What follows belongs to an exercise in optimizing a design on an open flow for small area and a short achievable clock period; a production flow would make more cautious choices. In this exercise RTL edits were held to simulation tests only and were not proved equivalent to the original.

## job 8873
// lockin_top
module lockin_top (
  input  wire                          alg_clk,
  input  wire                          alg_rst_n,
  input  wire                          search_end,
  input  wire                          pem_posedge,
  input  wire [16-1:0]   ref_dat,
  input  wire                          ref_dat_valid,
  input  wire [16-1:0]     wave_sine,
  input  wire [16-1:0]     wave_cosine,
  output wire                          wave_req,
  output wire [9-1:0]     wave_addr,
  output wire                          buf_refresh,
  output wire [40-1:0]      i_sum,
  output wire [40-1:0]      q_sum,
  output wire                          sum_valid
);
Size in the first run: roughly 2,300 cells after synthesis, about 330 flip-flops, about 150 I/O pins.
Settings: LEC_CHECK=0, ABC_CLOCK_PERIOD_IN_PS=3500, CAP_MARGIN=20, CORE_MARGIN=2, CORE_UTILIZATION=65, CTS_CLUSTER_DIAMETER=160, CTS_CLUSTER_SIZE=26, SETUP_SLACK_MARGIN=3.6, SLEW_MARGIN=20, SYNTH_HIERARCHICAL=1; clock period 7.0 ns.
standard.sh (not shown) runs the stock make flow with config.mk's settings and CLKGATE_MAP_FILE= SYNTH_SCRIPT=/design/flow/synth_recipe.tcl, a recipe that flattens the netlist after the stock synthesis.
==> flow/flow/run.sh <==
#!/bin/bash
# The standard layout, with the port buffers made from the smallest buffer
# cell instead of the default choice.  Everything else is the standard flow's own flow.
set -e
cp standard.sh standard_copy.log
export BUFFER_PORTS_ARGS="-buffer_cell sky130_fd_sc_hd__buf_1"
bash standard.sh > standard.log 2>&1
The inputs of job 7955 differ from those of job 8873 as listed below.
Settings: swapping 3.6 for 3.63 in SETUP_SLACK_MARGIN; swapping 160 for 150 in CTS_CLUSTER_DIAMETER; swapping 65 for 75 in CORE_UTILIZATION; swapping 26 for 20 in CTS_CLUSTER_SIZE.
Notes after the runs:
Job 7955 packs its core tighter than job 8873.
Job 7955 can be clocked faster than job 8873.
Taking job 8873 as the reference, in job 7955 hold slack higher; worst-case clock buffer depth level; sum of negative setup slack neither gained nor lost much; area added between synthesis and finish now sits higher.
Job 7955 vs job 8873, fraction of layout instances using a drive strength above 1 went up by 0.60 points.
Going from job 8873 to job 7955, number of standard cells in the layout, taps in and fillers out went down; critical path data arrival time went down by 1.85 ns; top fanout value on the critical path higher; worst setup slack now sits higher.
--- input diff job 7955..job 5111 ---
Settings: clearing CTS_CLUSTER_DIAMETER, which used to be 150; swapping 3.63 for 3.7 in SETUP_SLACK_MARGIN; swapping 75 for 65 in CORE_UTILIZATION; clearing CTS_CLUSTER_SIZE, which used to be 20.
Notes after the runs:
- Looking at share of cell area taken by flip-flops and latches, job 5111 sits 1.4 points lower than job 7955 does.
- buf_4 as the master of the slowest instance on the critical path was reported by job 7955, and fa_1 by job 5111.
- Job 5111 reports a higher core footprint than job 7955 does.
- Summary — number of non-clock buffers, job 5111 relative to job 7955: higher, by 36%.
- Summary of job 5111 over job 7955: final area increased 5.7%; setup slack increased 0.022 ns.
- The termination of the worst setup path comes out u_accum.u_chan_q.st[43] in one run and buf_refresh in the other, namely in job 5111 and job 7955 respectively.
Modified inputs, job 7759 compared to job 5111
Settings: putting CTS_CLUSTER_SIZE at 30 where nothing was set; putting CTS_CLUSTER_DIAMETER at 150 where nothing was set; swapping 3.7 for 3.6 in SETUP_SLACK_MARGIN.
==> flow/run.sh (new file) <==
#!/bin/bash
# synth_recipe.tcl (not shown) runs the flow's synth.tcl, then flattens the netlist and writes it again
# the make line also repeats each setting of config.mk as NAME=value (left out here)
make -C /OpenROAD-flow-scripts/flow DESIGN_CONFIG=/design/flow/config.mk WORK_HOME=/design/flow/orfs CLKGATE_MAP_FILE= SYNTH_SCRIPT=/design/flow/synth_recipe.tcl finish
removed: flow/flow/run.sh
removed: flow/standard.sh
==> comparison <==
- As far as number of core rows goes, job 5111 and job 7759 are indistinguishable; the numbers are identical.
- Looking at job 7759 and job 5111, the number of flip-flops and latches is a wash.
- Higher final critical-path share of the clock period was reported by job 7759, not job 5111.
- On via density per instance: between job 7759 and job 5111, it ends up higher for job 7759.
Relative to job 7759, the following input files were edited for job 8522:
Settings: swapping 30 for 20 in CTS_CLUSTER_SIZE.
==> flow/flow/run.sh (new file) <==
#!/bin/bash
# The standard layout, with the port buffers made from the smallest buffer
# cell instead of the default choice.  Everything else is the standard flow's own flow.
set -e
cp standard.sh standard_copy.log
export BUFFER_PORTS_ARGS="-buffer_cell sky130_fd_sc_hd__buf_1"
bash standard.sh > standard.log 2>&1
==> flow/standard.sh (new file) <==
#!/bin/bash
# synth_recipe.tcl (not shown) runs the flow's synth.tcl, then flattens the netlist and writes it again
# the make line also repeats each setting of config.mk as NAME=value (left out here)
make -C /OpenROAD-flow-scripts/flow DESIGN_CONFIG=/design/flow/config.mk WORK_HOME=/design/flow/orfs CLKGATE_MAP_FILE= SYNTH_SCRIPT=/design/flow/synth_recipe.tcl "${@:-finish}"
removed: flow/run.sh
Findings:
Job 8522 ended with less utilization than job 7759.
Diff job 7759 -> job 8522 | post-CTS setup buffer count | decrease of 5
Going from job 7759 to job 8522, maximum fanout along the worst path increased 13; last weighted congestion value of the routability-driven placer decreased 0.0044.
Going from job 7759 to job 8522, met1 track demand over resource in global routing grows by 0.70 points.
Job 8522 -> job 7759: mux contribution to synthesized area delta 0, exact match
Number of multi-input combinational cells in the layout: job 8522 vs job 7759 identical
Pin count of the biggest net entering global routing: higher on job 7759
Critical path class: input port to primary output -> job 8522, flop to flop -> job 7759
Against job 7759 as the reference, job 8522 delivers a lower final critical delay including setup and external delays.
Relative to job 8522, the following input files were edited for job 4346:
Settings: clearing CTS_CLUSTER_DIAMETER, which used to be 150; clearing CTS_CLUSTER_SIZE, which used to be 20.
-- flow/flow/run.sh --
<<< job 8522, line 5
cp standard.sh standard_copy.log
export BUFFER_PORTS_ARGS="-buffer_cell sky130_fd_sc_hd__buf_1"
bash standard.sh > standard.log 2>&1
>>> job 4346, line 5
cp standard.sh standard_copy.log
export BUFFER_PORTS_ARGS="-buffer_cell sky130_fd_sc_hd__buf_1"
export RECOVER_POWER=100
bash standard.sh > standard.log 2>&1
==> comparison <==
On clock-cell share of area, the higher figure sits with job 4346, not job 8522. Job 8522 has a higher count of non-CTS buffers in the layout than job 4346. Reported for job 8522 and job 4346, number of standard-cell rows in the floorplan turned out identical to the last digit. On met1 track utilization from global routing, job 8522 and job 4346 are basically level. End of the critical path = u_accum.u_chan_i.st[22]: job 4346; end of the critical path = buf_refresh: job 8522. Going from job 8522 to job 4346, area of the multi-input gates shrinks by about 1.7%. Delta (job 4346 minus job 8522): wire length of the first global-routing pass now sits higher; worst hold slack shrank by 0.0060 ns. Changes observed in job 4346 relative to job 8522: worst-case clock skew now sits at about the same level; post-layout utilization of the core now sits higher; design area now sits higher.

-- port drivers added, routing unchanged --
The flow's constraints put no driver on any port. The routed layouts listed below were extracted and timed again, unchanged, in two steps.
Step 1, drivers: a clkbuf_16 drives alg_clk and a buf_2 each remaining input, both assumed.
Step 2 also shifts input and output timing later by t, the mid clock arrival at the registers, as if the neighbouring blocks saw the same clock.
a / b / c = no drivers / after step 1 / after step 2; a / b = the first two.
| run | t, ns | slack for setup (ns) | worst hold slack (ns) | worst setup path after step 2 | slew at the worst register clock pin (ns) |
|---|---|---|---|---|---|
| job 8873 | 0.585 | 3.653 / 3.653 / 3.653 | 0.340 / 0.340 / 0.340 | register to register | 0.11 / 0.11 |
| job 7955 | 0.605 | 3.669 / 3.637 / 3.637 | 0.355 / 0.355 / 0.355 | input to output | 0.09 / 0.09 |
| job 5111 | 0.616 | 3.690 / 3.690 / 3.690 | 0.344 / 0.344 / 0.344 | register to register | 0.06 / 0.06 |
| job 7759 | 0.591 | 3.612 / 3.612 / 3.612 | 0.357 / 0.357 / 0.357 | register to register | 0.12 / 0.12 |
| job 8522 | 0.603 | 3.677 / 3.653 / 3.653 | 0.350 / 0.350 / 0.350 | input to output | 0.10 / 0.10 |
| job 4346 | 0.602 | 2.543 / 2.543 / 2.543 | 0.344 / 0.344 / 0.344 | register to register | 0.06 / 0.06 |
After both steps setup and hold are still met in every run listed. The setup slack of job 7955, which loses most, moves by -0.032 ns with the drivers and by -0.032 ns with both steps.
